Context: an optimization exercise on an open-source flow, tuned for small area, a short achievable clock period and few clock cycles. The choices shown serve that exercise and are no tape-out recipe.
At most, simulation tests tie the RTL to the original design; equivalence was not proved.
Power is estimated from default activity; no workload was simulated.

== run A ==
// rectangle_subtract
module rectangle_subtract (
    input  logic        i_clk,
    input  logic        i_rst_n,
    input  logic        i_rect_valid,
    output logic        o_rect_ready,
    input  logic [15:0] i_rect_x,
    input  logic [15:0] i_rect_y,
    input  logic [15:0] i_rect_width,
    input  logic [15:0] i_rect_height,
    input  logic        i_cfg_valid,
    output logic        o_cfg_ready,
    input  logic [1:0]  i_cfg_index,
    input  logic [15:0] i_cfg_data,
    output logic        o_piece_valid,
    input  logic        i_piece_ready,
    output logic [15:0] o_piece_x,
    output logic [15:0] o_piece_y,
    output logic [15:0] o_piece_width,
    output logic [15:0] o_piece_height,
    output logic [2:0]  o_piece_side,
    output logic        o_piece_last
);
    localparam int IM = 0;
    logic [15:0] r_cx, r_cy, r_cw, r_ch;
    logic [16:0] r_cr, r_cb, cr_s, cb_s;
    logic        r_wr;
    assign o_cfg_ready = 1'b1;
    always_ff @(posedge i_clk) begin
        if (!i_rst_n || (i_cfg_valid && i_cfg_index == 2'd0)) r_cx <= i_rst_n ? i_cfg_data : '0;
        if (!i_rst_n || (i_cfg_valid && i_cfg_index == 2'd1)) r_cy <= i_rst_n ? i_cfg_data : '0;
        if (!i_rst_n || (i_cfg_valid && i_cfg_index == 2'd2)) r_cw <= i_rst_n ? i_cfg_data : '0;
        if (!i_rst_n || (i_cfg_valid && i_cfg_index == 2'd3)) r_ch <= i_rst_n ? i_cfg_data : '0;
    end
    always_ff @(posedge i_clk) begin
        if (r_wr) begin
            r_cr <= cr_s;
            r_cb <= cb_s;
        end
        r_wr <= !i_rst_n || i_cfg_valid;
    end
    logic [16:0] in_rr, in_rb;
    logic        in_top, in_bot, in_left, in_right, in_cont, in_ovl, in_hpos;
    logic        ov_l, ov_t, ov_r, ov_b;
    logic [4:0]  in_pend;
  ...
Settings: LEC_CHECK=0, ABC_AREA=1, CAP_MARGIN=20, CORE_MARGIN=2, CORE_UTILIZATION=55, CTS_BUF_LIST=sky130_fd_sc_hd__clkbuf_8, SETUP_SLACK_MARGIN=1.6, SLEW_MARGIN=20; clock period 5.0 ns.
standard.sh (not shown) runs the stock make flow with config.mk's settings and CLKGATE_MAP_FILE= SYNTH_SCRIPT=/design/flow/synth_recipe.tcl, a recipe that flattens the netlist after the stock synthesis.
==> flow/flow/run.sh <==
#!/bin/bash
# Own layout flow: the standard layout (standard.sh, unchanged synthesis,
# floorplan, power grid, placement, CTS and routing), except that the port
# buffers that global placement inserts on every input and output are plain
# sky130_fd_sc_hd__buf_2 cells instead of the delay-buffer cell buffer_ports
# picks by default. The full output of the run goes to standard.log here;
# each ORFS step's own log is under orfs/logs/.
set -euo pipefail
export BUFFER_PORTS_ARGS="-buffer_cell sky130_fd_sc_hd__buf_2"
bash standard.sh > standard.log 2>&1
Testbench counts of run A, summed over its fixed seeds: cycles 25,044.
Edits applied to the flow inputs when going from run A to run B:
Settings: ABC_AREA: 1 -> unset; SETUP_SLACK_MARGIN: 1.6 -> 2.0; CORE_UTILIZATION: 55 -> 40.
==> flow/flow/run.sh <==
#!/bin/bash
# Own layout flow: the standard layout (standard.sh, unchanged synthesis,
# floorplan, power grid, placement, CTS and routing), except that the port
# buffers that global placement inserts on every input and output are plain
# sky130_fd_sc_hd__buf_1 cells instead of the delay-buffer cell buffer_ports
# picks by default. The full output of the run goes to standard.log here;
# each ORFS step's own log is under orfs/logs/.
set -euo pipefail
export BUFFER_PORTS_ARGS="-buffer_cell sky130_fd_sc_hd__buf_1"
bash standard.sh > standard.log 2>&1
## What came out
Per the comparison of run B with run A, final standard cell utilization of the core dropped 15 points; number of cells upsized or downsized after cts rose 114; post-placement worst setup slack lower; number of standard cells in the final layout excluding fillers lower. As of run B, wire length of the first global-routing pass had risen by a little under 10% compared to run A. u_rs_serial.r_cur[4]$_SDFFE_PN0P_ as the source of the critical timing path was reported by run B, and r_wr$_DFF_P_ by run A.
#### Input delta (run C over run B)
Settings: changing SETUP_SLACK_MARGIN from 2.0 to 1.8; changing CORE_UTILIZATION from 40 to 55.
==> flow/flow/run.sh <==
#!/bin/bash
# Own layout flow: the standard layout (standard.sh, unchanged synthesis,
# floorplan, power grid, placement, CTS and routing), except that the port
# buffers that global placement inserts on every input and output are plain
# sky130_fd_sc_hd__buf_2 cells instead of the delay-buffer cell buffer_ports
# picks by default. The full output of the run goes to standard.log here;
# each ORFS step's own log is under orfs/logs/.
set -euo pipefail
export BUFFER_PORTS_ARGS="-buffer_cell sky130_fd_sc_hd__buf_2"
bash standard.sh > standard.log 2>&1
Run C did not stop at any stage, and its layout met the timing, design-rule and antenna checks.
In run C relative to run B, die area had gone down by more than a quarter.
Clock skew up 0.0095 ns in run C wrt run B
Taking run B as the reference, in run C met2 routing resource usage after global routing climbed 9.8 points; switching component of the power dropped 2.9%; utilization climbed 16 points; total power dropped 75 µW; static leakage climbed about 0.8%.
In the flow results for run C and run B, the switching power share of the total is smaller on run C.
Run C gives more register fraction of the total cell area than run B did.
Diff run B -> run C: detail-routed via count per cell has increased, fmax has increased.
Input-level comparison between run D and run C:
Settings: ABC_AREA: unset -> 1; CTS_CLUSTER_SIZE: unset -> 30.
--- outcome ---
[compare] base=run C new=run D: die height increased by about 0.55% relative to the old numbers; detailed-placement wirelength estimate moved up.
First-iteration DRC count was lower in run C than in run D.
Summary of run D over run C: die area went up about 1.1%; routed wire length rose by 4.6%; via count +1,017; post-route worst setup slack moved up.


Another version of the RTL of rectangle_subtract (not shown whole).
For scale: ~1,300 cells after synthesis, about 220 flip-flops, ~160 I/O pins, roughly 15,000 um2 of cells after synthesis.
Settings: LEC_CHECK=0, CAP_MARGIN=20, CORE_MARGIN=2, CORE_UTILIZATION=40, CTS_BUF_LIST=sky130_fd_sc_hd__clkbuf_8, SETUP_SLACK_MARGIN=2.5, SLEW_MARGIN=20; clock period 5.0 ns.
==> flow/flow/run.sh <==
#!/bin/bash
# Own layout flow: the standard layout (standard.sh, unchanged synthesis,
# floorplan, power grid, placement, CTS and routing), except that the port
# buffers that global placement inserts on every input and output are plain
# sky130_fd_sc_hd__buf_2 cells instead of the delay-buffer cell buffer_ports
# picks by default. The full output of the run goes to standard.log here;
# each ORFS step's own log is under orfs/logs/.
set -euo pipefail
export BUFFER_PORTS_ARGS="-buffer_cell sky130_fd_sc_hd__buf_2"
bash standard.sh > standard.log 2>&1
Next try:
- CTS_BUF_LIST: sky130_fd_sc_hd__clkbuf_8 -> not set
After rerunning: The changed run completed with no timing, DRC or antenna violations; design area rises by 1.5%; synthesized cell count is unchanged; count of clock-buffer cells in the layout drops by 9; global-route usage went down by 0.23 points; combinational power increases by about 3%; setup slack gains 0.0066 ns; total power rose by about 4.7%; critical path depth stays the same; clock power is higher by 16%; clock skew shrinks by 0.012 ns.
No run of this note included a check of the RTL's function; only the layout flow was run.


## run 1
rectangle_subtract with an RTL version that a note above also has.
Size: about 1,300 cells after synthesis, about 240 flip-flops, roughly 160 I/O pins.
clock: 5.0 ns
lec_check: 0
cap_margin: 20
core_margin: 2
core_utilization: 55
cts_buf_list: sky130_fd_sc_hd__clkbuf_8
setup_slack_margin: 1.6
slew_margin: 20
Scripts as last shown in full above: flow/flow/run.sh
Testbench counts of run 1, summed over its fixed seeds: cycles 25,044.
Changes in run 2 relative to run 1:
# run 1
export LEC_CHECK = 0
export CAP_MARGIN = 20
export CORE_MARGIN = 2
export CORE_UTILIZATION = 55
export CTS_BUF_LIST = sky130_fd_sc_hd__clkbuf_8
export SETUP_SLACK_MARGIN = 1.6
export SLEW_MARGIN = 20
create_clock -name core_clock -period 5.0 [get_ports {i_clk}]
# run 2
export LEC_CHECK = 0
export ABC_AREA = 1
export CAP_MARGIN = 20
export CORE_MARGIN = 2
export CORE_UTILIZATION = 40
export CTS_BUF_LIST = sky130_fd_sc_hd__clkbuf_8
export SETUP_SLACK_MARGIN = 2.0
export SLEW_MARGIN = 20
create_clock -name core_clock -period 5.0 [get_ports {i_clk}]
--- outcome ---
Diff run 1 -> run 2: total clock buffers created by CTS has increased; fraction of cell area in non-clock buffers has increased; die outline area has increased. In the metrics for run 1 and run 2, the one carrying the lower wire length is run 1. The total power of the final layout in run 2 is 1.09 times that in run 1. Changes observed in run 2 relative to run 1: cell area went up by 1000 um^2; timing-limited maximum frequency higher; clock skew after layout shows an increase of 5.2 ps; switching share of power grew by 2.5 points; number of clock sinks seen by CTS roughly the same. Register-to-register slack improves in run 2 relative to run 1.
[inputs] run 3 vs run 2
# run 2
export LEC_CHECK = 0
export ABC_AREA = 1
export CAP_MARGIN = 20
export CORE_MARGIN = 2
export CORE_UTILIZATION = 40
export CTS_BUF_LIST = sky130_fd_sc_hd__clkbuf_8
export SETUP_SLACK_MARGIN = 2.0
export SLEW_MARGIN = 20
create_clock -name core_clock -period 5.0 [get_ports {i_clk}]
# run 3
export LEC_CHECK = 0
export CAP_MARGIN = 20
export CORE_MARGIN = 2
export CORE_UTILIZATION = 40
export CTS_BUF_LIST = sky130_fd_sc_hd__clkbuf_8
export SETUP_SLACK_MARGIN = 1.8
export SLEW_MARGIN = 20
create_clock -name core_clock -period 5.0 [get_ports {i_clk}]
==> comparison <==
- Run 3 vs run 2, area of all placed cells without fillers went down by about 1.8%.
- Comparing run 3 and run 2, critical path buffer and inverter count is lower on run 3.
- Core utilization: run 3 lower than run 2
- Highest layer used for signal routing: met4 -> run 2, met5 -> run 3
- Of run 3 and run 2, run 2 shows the higher transition time at the pin with the least slew margin, with run 3 below it.


Starting RTL as in the previous note.
export LEC_CHECK = 0
export CAP_MARGIN = 20
export CORE_MARGIN = 2
export CORE_UTILIZATION = 55
export CTS_BUF_LIST = sky130_fd_sc_hd__clkbuf_8
export SETUP_SLACK_MARGIN = 2.0
export SLEW_MARGIN = 20
create_clock -name core_clock -period 5.0 [get_ports {i_clk}]
Scripts as last shown in full above: flow/flow/run.sh
Testbench counts at the start, summed over its fixed seeds: cycles 25,044.
Next try:
--- a/flow/config.mk
+++ b/flow/config.mk
@@ -7,0 +8 @@
+export ABC_AREA = 1
@@ -12 +13 @@
-export SETUP_SLACK_MARGIN = 2.0
+export SETUP_SLACK_MARGIN = 1.8
=> Setup slack is better by 0.16 ns; utilization shrinks by 0.28 points; sequential power hardly moves.
Next try:
--- a/flow/config.mk
+++ b/flow/config.mk
@@ -8 +7,0 @@
-export ABC_AREA = 1
@@ -11 +10 @@
-export CORE_UTILIZATION = 55
+export CORE_UTILIZATION = 65
The new run completed without violations.
Power is lower by 3.3%.
Area after synthesis goes down by 1.1%.
Routed wire length went down by 6.0%.
Sequential power stays flat.
Design area shrinks by 2.3%.
Worst hold slack improves by 0.022 ns.
Utilization rose by 11 points.
Clock skew goes up by 0.015 ns.
Next try:
--- a/flow/config.mk
+++ b/flow/config.mk
@@ -7,0 +8 @@
+export ABC_AREA = 1
@@ -10 +11 @@
-export CORE_UTILIZATION = 65
+export CORE_UTILIZATION = 55
@@ -11,0 +13,2 @@
+export CTS_CLUSTER_DIAMETER = 50
+export CTS_CLUSTER_SIZE = 40
After rerunning: The new run completed with no timing, DRC or antenna violations. Clock-buffer cell count falls by 10. Via count came out higher by 5.2%. Die area is higher by 19%. Hold slack gets better by 0.0081 ns.
Next try:
--- a/flow/config.mk
+++ b/flow/config.mk
@@ -8 +7,0 @@
-export ABC_AREA = 1
@@ -11 +10 @@
-export CORE_UTILIZATION = 55
+export CORE_UTILIZATION = 40
@@ -13,3 +12 @@
-export CTS_CLUSTER_DIAMETER = 50
-export CTS_CLUSTER_SIZE = 40
-export SETUP_SLACK_MARGIN = 1.8
+export SETUP_SLACK_MARGIN = 2.2
- The new run finished clean
- via count is lower by 6.0%
- worst setup slack loses 0.10 ns
- wire length is higher by 4.6%
- clock power is higher by about 7%
- total power is higher by 2.3%
- sequential share of layout area is lower by 1.7 points
- final area is higher by 4.5%
- core utilization is lower by 16 points
- worst hold slack gains 0.044 ns
- final cell count is lower by 6.1%

afterwards: timing with drivers on the ports:
In the flow no input, the clock included, has a driving cell. The finished layouts below were timed again as built, in two steps. Step 1 assumes that a clkbuf_16 drives the clock port and a buf_2 every other input. Step 2 moves the port delays by t, midway between the first and last clock arrival at a register: inputs arrive t later, outputs are due t later. That takes back most of the time a late clock gives input paths. Three values: ideal ports, drivers, drivers and shift; two values: the first two.
run	t (ns)	setup slack, ns	latest minus earliest clock arrival (ns)	cell pins on the clock port's net
run A	0.591	1.726 / 1.726 / 1.459	0.035 / 0.035	1
run B	0.591	1.638 / 1.638 / 1.315	0.022 / 0.022	1
run C	0.597	1.730 / 1.730 / 1.290	0.031 / 0.031	1
run D	0.589	1.814 / 1.811 / 1.457	0.015 / 0.016	1
the first run of note 2	0.616	1.517 / 1.517 / 1.120	0.028 / 0.028	1
the second run of note 2	0.587	1.524 / 1.524 / 1.086	0.017 / 0.016	1
run 1	0.584	1.658 / 1.658 / 1.153	0.023 / 0.022	1
run 2	0.619	1.738 / 1.738 / 1.561	0.027 / 0.026	1
run 3	0.611	1.701 / 1.701 / 1.281	0.022 / 0.022	1
the first run of note 4	0.590	1.650 / 1.650 / 1.428	0.023 / 0.022	1
the second run of note 4	0.589	1.814 / 1.811 / 1.457	0.015 / 0.016	1
the third run of note 4	0.595	1.723 / 1.723 / 1.260	0.029 / 0.029	1
the fourth run of note 4	0.657	1.771 / 1.771 / 1.477	0.048 / 0.049	1
the fifth run of note 4	0.607	1.671 / 1.671 / 1.414	0.024 / 0.024	1
After both steps setup and hold are still met in every run listed. The setup slack of run 1, which loses most, moves by 0.000 ns with the drivers and by -0.505 ns with both steps.
